What follows belongs to an exercise in optimizing a design on an open flow for small area and a short achievable clock period; a production flow would make more cautious choices.
Function was checked by simulation only, so behaviour that the tests miss may differ from the original.
No activity file was given, so power comes from the tool's default toggle rates.

oak:
==> flow/design.v <==
package bmp_pkg;
  localparam int HEADER_WORDS = 14;
  localparam int GROUP_WORDS  = 3;
  localparam int SIZE_LO_WORD = 0;
  localparam int SIZE_HI_WORD = 1;
  typedef logic [31:0] word_t;
  typedef logic [23:0] pixel_t;
  typedef logic [1:0]  mode_t;
  typedef logic [31:0] count_t;
  localparam mode_t MODE_THRESHOLD  = 2'd1;
  localparam mode_t MODE_BRIGHTNESS = 2'd2;
  typedef logic [95:0] pixel_group_t;
endpackage
module bmp_filter
(
  input  logic       dut_if,
  input  logic       reset_ind,
  input  logic       in_valid,
  input  bmp_pkg::word_t      in_data,
  input  bmp_pkg::mode_t      mode,
  input  logic [7:0] proc_val,
  output logic       out_valid,
  output bmp_pkg::word_t      out_data,
  output logic       frame_done
);
  logic [4:0]  s;
  logic [29:0] cnt;       
  logic        lastf;     
  logic        thr;       
  logic        bri;       
  logic [9:0]  pv;        
  logic [31:0] h, t;
  logic        hv, tv;
  logic        h_pix, h_k0, h_k1, h_last;
  logic        t_pix, t_k0, t_k1, t_last;
  logic        cr;        
  logic        out_last;
  logic pix, s0, s1, s01, last;
  assign pix  = s[4];
  assign s0   = (s == 5'd0);
  assign s1   = (s == 5'd1);
  assign s01  = (s[4:1] == 4'd0);          
  assign last = lastf && !s01;
  always_ff @(posedge dut_if) begin
    if (in_valid && s0) begin
      thr <= (mode == bmp_pkg::MODE_THRESHOLD);
      bri <= (mode == bmp_pkg::MODE_BRIGHTNESS);
      pv  <= {2'b00, proc_val};
    end else if (in_valid && s1 && thr) begin
      pv  <= ~(10'({pv[7:0], 1'b0}) + 10'(pv[7:0]) + 10'd2);
    end
  end
  logic        dec;
  logic [29:0] cnt_dec;
  always_comb begin
    logic [5:0] bz;
    logic       z;
    bz[0] = 1'b1;
    for (int k = 1; k < 6; k++) bz[k] = bz[k-1] && (cnt[6*(k-1) +: 6] == 6'd0);
    for (int k = 0; k < 5; k++) begin
      z = bz[k];
      for (int i = 0; i < 6; i++) begin
        cnt_dec[6*k+i] = cnt[6*k+i] ^ (dec && z);
        z = z && !cnt[6*k+i];
      end
    end
  end
  always_ff @(posedge dut_if) begin
    dec <= in_valid && !s01;
    cnt[13:0]  <= s0 ? {in_data[7:0], in_data[15:10]} : cnt_dec[13:0];
    cnt[29:14] <= s1 ? {in_data[23:16], in_data[31:24]} : cnt_dec[29:14];
    if (in_valid) lastf <= !s01 && (cnt[29:3] == 27'd0) && (cnt[2:0] == {2'b10, dec});
    if (reset_ind) begin
      s <= 5'd0;
    end else if (in_valid) begin
      if (last)                    s <= 5'd0;
      else if (s == 5'd13)         s <= 5'b10000;
      else if (pix && s[1])        s <= 5'b10000;
      else                         s <= s + 5'd1;
    end
  end
  logic [1:0] n, held;
  logic       pop_now, pop_in, pop, h_ld, t_ld;
  assign n       = 2'(hv) + 2'(tv);
  assign held    = pix ? s[1:0] : 2'd0;
  assign pop_now = hv && (n > held);
  assign pop_in  = hv && pix && s[1];
  assign pop     = pop_now || (pop_in && in_valid);
  assign h_ld    = pop_now || !hv || (pop_in && in_valid);
  assign t_ld    = pop_now || !hv || !tv || (pop_in && in_valid);
  function automatic logic ge1024(input logic [10:0] x, input logic [10:0] y,
                                  input logic [10:0] z);
    logic [10:0] s1, c1;
    logic [11:0] tt;
    s1 = x ^ y ^ z;
    c1 = (x & y) | (x & z) | (y & z);
    tt = 12'(s1) + {c1, 1'b0};
    ge1024 = tt[10];
  endfunction
  logic [9:0] nl;
  assign nl = pv;
  logic [7:0]  t3, t2, t1, t0;
  logic [10:0] tv11;
  logic        tq, t_thr;
  logic [31:0] hin;
  assign {t3, t2, t1, t0} = t;
  always_comb begin
    logic [7:0]  m, qs, qc, vs, vc;
    m    = t_k0 ? t3 : t0;
    qs   = t2 ^ t1 ^ m;
    qc   = (t2 & t1) | (t2 & m) | (t1 & m);
    tq   = ge1024(11'(qs), {2'b00, qc, 1'b0}, 11'(nl));
    m    = t_k1 ? t1 : 8'd0;
    vs   = t0 ^ m ^ nl[7:0];
    vc   = (t0 & m) | (t0 & nl[7:0]) | (m & nl[7:0]);
    tv11 = {1'b0, nl[9:8], vs} + {2'b00, vc, 1'b0};
  end
  assign t_thr = thr && t_pix;
  assign hin   = t_thr ? {t[31:12], tq, tv11} : t;
  logic [31:0] tin;
  assign tin = {in_valid ? in_data[31:16] : 16'd0, in_data[15:0]};
  always_ff @(posedge dut_if) begin
    if (h_ld) begin
      h <= hin;
      {h_pix, h_k0, h_k1, h_last} <= {t_pix, t_k0, t_k1, t_last};
    end
    if (t_ld) begin
      t <= tin;
      {t_pix, t_k0, t_k1, t_last} <=
        {pix, pix && s[1:0] == 2'd0, pix && s[0], last};
    end
    if (reset_ind) begin
      hv <= 1'b0;
      tv <= 1'b0;
    end else begin
      if (h_ld) hv <= tv;
      if (t_ld) tv <= in_valid;
    end
  end
  logic ub, ul, hq;
  assign hq = h[11];
  assign ub = ge1024(h[10:0], 11'(t[31:24]), 11'(t[23:16]));
  assign ul = ge1024(h[10:0], 11'(t[31:24]), 11'd0);
  logic [7:0]  pe;
  logic [31:0] odata;
  assign pe = (bri && h_pix) ? pv[7:0] : 8'd0;
  always_comb begin
    for (int j = 0; j < 4; j++) begin
      logic [8:0] sum;
      sum = 9'(h[8*j +: 8]) + 9'(pe);
      if (sum[8] != pe[7]) odata[8*j +: 8] = {8{sum[8]}};
      else                 odata[8*j +: 8] = sum[7:0];
    end
    if (thr && h_pix)
      odata = {{8{h_k0 ? hq : cr}}, {8{h_k1 ? cr : hq}}, {8{h_k1 ? ul : hq}},
               {8{h_k0 ? ub : (h_k1 ? ul : hq)}}};
  end
  always_ff @(posedge dut_if) begin
    out_data <= odata;
    out_last <= h_last;
    if (pop) cr <= h_k0 ? ub : ul;
    if (reset_ind) begin
      out_valid  <= 1'b0;
      frame_done <= 1'b0;
    end else begin
      out_valid  <= pop;
      frame_done <= out_valid && out_last;
    end
  end
endmodule
clock: 10.0 ns
lec_check: 0
abc_clock_period_in_ps: 2500
cap_margin: 20
core_margin: 2
core_utilization: 40
cts_buf_list: sky130_fd_sc_hd__clkbuf_4 sky130_fd_sc_hd__clkbuf_8
gpl_timing_driven: 0
place_density: 0.75
slew_margin: 20
standard.sh (not shown) runs the stock make flow with config.mk's settings and CLKGATE_MAP_FILE= SYNTH_SCRIPT=/design/flow/synth_recipe.tcl, a recipe that flattens the netlist after the stock synthesis.
==> flow/flow/run.sh <==
#!/bin/bash
# Standard ORFS layout with two changes: ports are buffered with the
# smallest buffer (the resizer still upsizes where timing needs it), and
# repair_timing aims for 7 ns of setup slack, so that the achieved period
# is pushed well below the 10 ns clock.
set -euo pipefail
bash standard.sh 'BUFFER_PORTS_ARGS=-buffer_cell sky130_fd_sc_hd__buf_1' SETUP_SLACK_MARGIN=7 finish > standard_flow.log 2>&1
The following lists how pine was set up differently from oak:
Settings: a deleted PLACE_DENSITY that had been 0.75; a change of CORE_UTILIZATION from 40 to 45; a deleted CTS_BUF_LIST that had been sky130_fd_sc_hd__clkbuf_4 sky130_fd_sc_hd__clkbuf_8.
==> flow/flow/run.sh <==
#!/bin/bash
# Standard ORFS layout with three changes: ports are buffered with the
# smallest buffer (the resizer still upsizes where timing needs it), clock
# tree synthesis adds no dummy loads, and repair_timing aims for 7 ns of
# setup slack, so that the achieved period is pushed well below the 10 ns
# clock.
set -euo pipefail
bash standard.sh 'BUFFER_PORTS_ARGS=-buffer_cell sky130_fd_sc_hd__buf_1' \
  'CTS_ARGS=-sink_clustering_enable -repair_clock_nets -dont_use_dummy_load -buf_list {sky130_fd_sc_hd__clkbuf_4 sky130_fd_sc_hd__clkbuf_8}' \
  SETUP_SLACK_MARGIN=7 finish > standard_flow.log 2>&1
Notes after the runs:
pine vs oak — leakage power dropped 0.075 nW.
The minimum period implied by the final worst setup slack reported for pine is greater than that of oak by 5.9 ps.
The fill cell instance count of the final layout reported for pine is smaller than that of oak by 14%.
Going from oak to pine, global-route usage increased by 2.3 points relative to the old numbers; horizontal die dimension now sits lower; area inside the core boundary has decreased; worst setup slack went down 5.9 ps.
Input changes introduced in birch (baseline for comparison: pine):
Settings: a change of CORE_UTILIZATION from 45 to 40.
-- flow/flow/run.sh --
<<< pine, line 4
# tree synthesis adds no dummy loads, and repair_timing aims for 7 ns of
>>> birch, line 4
# tree synthesis adds no dummy loads, and repair_timing aims for 7.1 ns of
<<< pine, line 10
  SETUP_SLACK_MARGIN=7 finish > standard_flow.log 2>&1
>>> birch, line 10
  SETUP_SLACK_MARGIN=7.1 finish > standard_flow.log 2>&1
==> comparison <==
In birch, the core utilization came out 5.6 points below the value in pine.
DRC violation total after the first TritonRoute iteration improves in birch relative to pine.
birch ended up with a higher routability congestion estimate from global placement than pine did.
Re wire length after detailed routing: birch is 2.3% up on pine.
[compare] base=pine new=birch: synthesized area per cell roughly the same; setup slack has remained practically unchanged; via count of the routed design saw an increase; amount of wire on met3 after detailed routing went down 4 um.
Relative to pine, birch degrades finished layout cell area.
Cmp birch and pine / signal arrival time at the worst endpoint / lower: birch
--- input diff birch..maple ---
Settings: an added PLACE_DENSITY of 0.75.
-- flow/flow/run.sh --
<<< birch, line 4
# tree synthesis adds no dummy loads, and repair_timing aims for 7.1 ns of
>>> maple, line 4
# tree synthesis adds no dummy loads, and repair_timing aims for 7 ns of
<<< birch, line 10
  SETUP_SLACK_MARGIN=7.1 finish > standard_flow.log 2>&1
>>> maple, line 10
  SETUP_SLACK_MARGIN=7 finish > standard_flow.log 2>&1
## What came out
Final clock period utilization by the worst path: maple vs birch — no meaningful difference. From birch to maple the numbers moved as follows: part of the power in the clock network was more or less identical, setup fix buffers added after clock tree synthesis decreased 2.
Inputs modified between maple and cedar:
Settings: an added CTS_BUF_LIST of sky130_fd_sc_hd__clkbuf_4 sky130_fd_sc_hd__clkbuf_8; a deleted PLACE_DENSITY that had been 0.75.
==> flow/flow/run.sh <==
#!/bin/bash
# Standard ORFS layout with two changes: ports are buffered with the
# smallest buffer (the resizer still upsizes where timing needs it), and
# repair_timing aims for 7 ns of setup slack, so that the achieved period
# is pushed well below the 10 ns clock.
set -euo pipefail
bash standard.sh 'BUFFER_PORTS_ARGS=-buffer_cell sky130_fd_sc_hd__buf_1' SETUP_SLACK_MARGIN=7 finish > standard_flow.log 2>&1
Notes after the runs:
- The run showing the greater detailed-routed wire length on met3 is maple.
- When the final numbers for maple and cedar were put side by side, the global-route wire length before repair turned out to be smaller in maple.
- [compare] base=maple new=cedar: growth of design area from synthesis to finish rose 1.2 points, maximum frequency rose 2.1%, number of ordinary and repair buffers in the finished layout fell 4.2%, final critical path time including I/O delays and setup fell 61 ps, share of cell area taken by multi-input logic gates fell 0.78 points.
- Flop-to-flop setup slack improves in cedar relative to maple.
- cedar consumes more power than maple does.
- Worst setup path endpoint: h[9] -> cedar, h[11] -> maple
- Relative to maple, stage delay of the slowest cell on the critical path has decreased by 50 ps in cedar.
- Ratio of final minimum period to clock period, maple and cedar: smaller value in cedar

========
== ember ==
Starts from the design.v that is shown in full above.
==> flow/config.mk <==
export PLATFORM = sky130hd
export DESIGN_NAME = bmp_filter
export DESIGN_NICKNAME = bmp_filter
export VERILOG_FILES = /design/flow/design.v
export SDC_FILE = /design/flow/constraint.sdc
export NUM_CORES = 4
export LEC_CHECK = 0
export ABC_CLOCK_PERIOD_IN_PS = 2500
export CAP_MARGIN = 20
export CORE_MARGIN = 2
export CORE_UTILIZATION = 40
export GPL_TIMING_DRIVEN = 0
export SLEW_MARGIN = 20
==> flow/constraint.sdc <==
create_clock -name core_clock -period 10.0 [get_ports {dut_if}]
set_input_delay 2.0000 -clock core_clock [delete_from_list [all_inputs] [get_ports {dut_if}]]
set_output_delay 2.0000 -clock core_clock [all_outputs]
set_load 0.01 [all_outputs]
==> flow/flow/run.sh <==
#!/bin/bash
# Standard ORFS layout with three changes: ports are buffered with the
# smallest buffer (the resizer still upsizes where timing needs it), clock
# tree synthesis adds no dummy loads, and repair_timing aims for 7 ns of
# setup slack, so that the achieved period is pushed well below the 10 ns
# clock.
set -euo pipefail
bash standard.sh 'BUFFER_PORTS_ARGS=-buffer_cell sky130_fd_sc_hd__buf_1' \
  'CTS_ARGS=-sink_clustering_enable -repair_clock_nets -dont_use_dummy_load -buf_list {sky130_fd_sc_hd__clkbuf_4 sky130_fd_sc_hd__clkbuf_8}' \
  SETUP_SLACK_MARGIN=7 finish > standard_flow.log 2>&1
Both conditions hold for ember: the flow ran to the end and the final layout passed the timing, design-rule and antenna checks.
The inputs of onyx differ from those of ember as listed below.
# ember
export LEC_CHECK = 0
export ABC_CLOCK_PERIOD_IN_PS = 2500
export CAP_MARGIN = 20
export CORE_MARGIN = 2
export CORE_UTILIZATION = 40
export GPL_TIMING_DRIVEN = 0
export SLEW_MARGIN = 20
create_clock -name core_clock -period 10.0 [get_ports {dut_if}]
# onyx
export LEC_CHECK = 0
export ABC_CLOCK_PERIOD_IN_PS = 2500
export CAP_MARGIN = 20
export CORE_MARGIN = 2
export CORE_UTILIZATION = 40
export CTS_BUF_LIST = sky130_fd_sc_hd__clkbuf_4 sky130_fd_sc_hd__clkbuf_8
export PLACE_DENSITY = 0.75
export SLEW_MARGIN = 20
create_clock -name core_clock -period 10.0 [get_ports {dut_if}]
==> flow/flow/run.sh <==
#!/bin/bash
# Standard ORFS layout with two changes: ports are buffered with the
# smallest buffer (the resizer still upsizes where timing needs it), and
# repair_timing aims for 7 ns of setup slack, so that the achieved period
# is pushed well below the 10 ns clock.
set -euo pipefail
bash standard.sh 'BUFFER_PORTS_ARGS=-buffer_cell sky130_fd_sc_hd__buf_1' SETUP_SLACK_MARGIN=7 finish > standard_flow.log 2>&1
==> comparison <==
In terms of register area, ember and onyx differ only marginally.
Comparing onyx and ember, share of power burned in combinational logic is lower on onyx.
Critical path depth (onyx over ember): decrease, 1
Lower total power after layout among onyx and ember: ember
onyx — slack of the critical path 43 ps lower, ember as reference
The inputs of xenon differ from those of onyx as listed below.
# onyx
export LEC_CHECK = 0
export ABC_CLOCK_PERIOD_IN_PS = 2500
export CAP_MARGIN = 20
export CORE_MARGIN = 2
export CORE_UTILIZATION = 40
export CTS_BUF_LIST = sky130_fd_sc_hd__clkbuf_4 sky130_fd_sc_hd__clkbuf_8
export PLACE_DENSITY = 0.75
export SLEW_MARGIN = 20
create_clock -name core_clock -period 10.0 [get_ports {dut_if}]
# xenon
export LEC_CHECK = 0
export ABC_CLOCK_PERIOD_IN_PS = 2500
export CAP_MARGIN = 20
export CORE_MARGIN = 2
export CORE_UTILIZATION = 40
export GPL_TIMING_DRIVEN = 0
export SLEW_MARGIN = 20
create_clock -name core_clock -period 10.0 [get_ports {dut_if}]
==> flow/flow/run.sh <==
#!/bin/bash
# Standard ORFS layout with three changes: ports are buffered with the
# smallest buffer (the resizer still upsizes where timing needs it), clock
# tree synthesis adds no dummy loads, and repair_timing aims for 6.9 ns of
# setup slack, so that the achieved period is pushed well below the 10 ns
# clock.
set -euo pipefail
bash standard.sh 'BUFFER_PORTS_ARGS=-buffer_cell sky130_fd_sc_hd__buf_1' \
  'CTS_ARGS=-sink_clustering_enable -repair_clock_nets -dont_use_dummy_load -buf_list {sky130_fd_sc_hd__clkbuf_4 sky130_fd_sc_hd__clkbuf_8}' \
  SETUP_SLACK_MARGIN=6.9 finish > standard_flow.log 2>&1
Notes after the runs:
- t_k1 as the critical path startpoint was reported by onyx, and t_k0 by xenon.
- Delta(power share of the combinational group, xenon - onyx) > 0
- The clock share of power in xenon was lower than what onyx gave.
- Compared with onyx, in xenon worst setup slack fell by 71 ps; part of the cycle the worst path needs increased by 0.71 points relative to the old numbers.
- The run showing the greater clock-buffer cell count is onyx.
- Lower minimum period implied by the final worst setup slack was reported by onyx, not xenon.
- Having completed the whole flow, xenon delivered a layout that passed the timing, design-rule and antenna checks.
- Going from onyx to xenon, signed area change from the synthesized netlist to the final layout shrinks by 2.4 points.
Input changes introduced in quartz (baseline for comparison: xenon):
# xenon
export LEC_CHECK = 0
export ABC_CLOCK_PERIOD_IN_PS = 2500
export CAP_MARGIN = 20
export CORE_MARGIN = 2
export CORE_UTILIZATION = 40
export GPL_TIMING_DRIVEN = 0
export SLEW_MARGIN = 20
create_clock -name core_clock -period 10.0 [get_ports {dut_if}]
# quartz
export LEC_CHECK = 0
export ABC_CLOCK_PERIOD_IN_PS = 2500
export CAP_MARGIN = 20
export CORE_MARGIN = 2
export CORE_UTILIZATION = 40
export CTS_BUF_LIST = sky130_fd_sc_hd__clkbuf_4 sky130_fd_sc_hd__clkbuf_8
export SLEW_MARGIN = 20
create_clock -name core_clock -period 10.0 [get_ports {dut_if}]
==> flow/flow/run.sh <==
#!/bin/bash
# Standard ORFS layout with two changes: ports are buffered with the
# smallest buffer (the resizer still upsizes where timing needs it), and
# repair_timing aims for 7 ns of setup slack, so that the achieved period
# is pushed well below the 10 ns clock.
set -euo pipefail
bash standard.sh 'BUFFER_PORTS_ARGS=-buffer_cell sky130_fd_sc_hd__buf_1' SETUP_SLACK_MARGIN=7 finish > standard_flow.log 2>&1
Findings:
- Summary of quartz over xenon: sequential cell fraction of total power has decreased, fmax has increased.
- The lower number of clock buffers in the layout of xenon and quartz is in xenon.

[separate check: timing with driven ports]
Ports are ideal in the flow. The routed layouts listed here were re-timed in OpenROAD. Step 1 assumes that a clkbuf_16 drives the clock port and a buf_2 every other input. Step 2 adds t to the input delays and takes it off the output delays; t is the mean of the earliest and latest rising clock arrival at the registers after step 1. Input paths then give back, and output paths get back, about the clock's delay inside the block. a / b / c = ideal ports / drivers / drivers and shift; a / b = the first two.
run | t, ns | setup slack, ns | slew at the worst register clock pin (ns) | worst data-port slew with drivers (ns)
oak | 0.494 | 6.996 / 6.996 / 6.658 | 0.09 / 0.09 | 0.04
pine | 0.496 | 6.990 / 6.990 / 6.631 | 0.10 / 0.10 | 0.04
birch | 0.482 | 6.989 / 6.989 / 6.601 | 0.10 / 0.10 | 0.03
maple | 0.477 | 6.977 / 6.977 / 6.668 | 0.09 / 0.09 | 0.04
cedar | 0.498 | 7.038 / 7.027 / 6.669 | 0.09 / 0.09 | 0.04
ember | 0.478 | 7.036 / 7.028 / 6.657 | 0.09 / 0.09 | 0.03
onyx | 0.504 | 6.993 / 6.993 / 6.604 | 0.09 / 0.09 | 0.04
xenon | 0.480 | 6.922 / 6.922 / 6.550 | 0.09 / 0.09 | 0.03
quartz | 0.489 | 6.991 / 6.991 / 6.612 | 0.10 / 0.10 | 0.03
After both steps setup and hold are still met in every run listed. For onyx, which loses most, drivers alone change the setup slack by 0.000 ns; drivers and shift together by -0.389 ns.
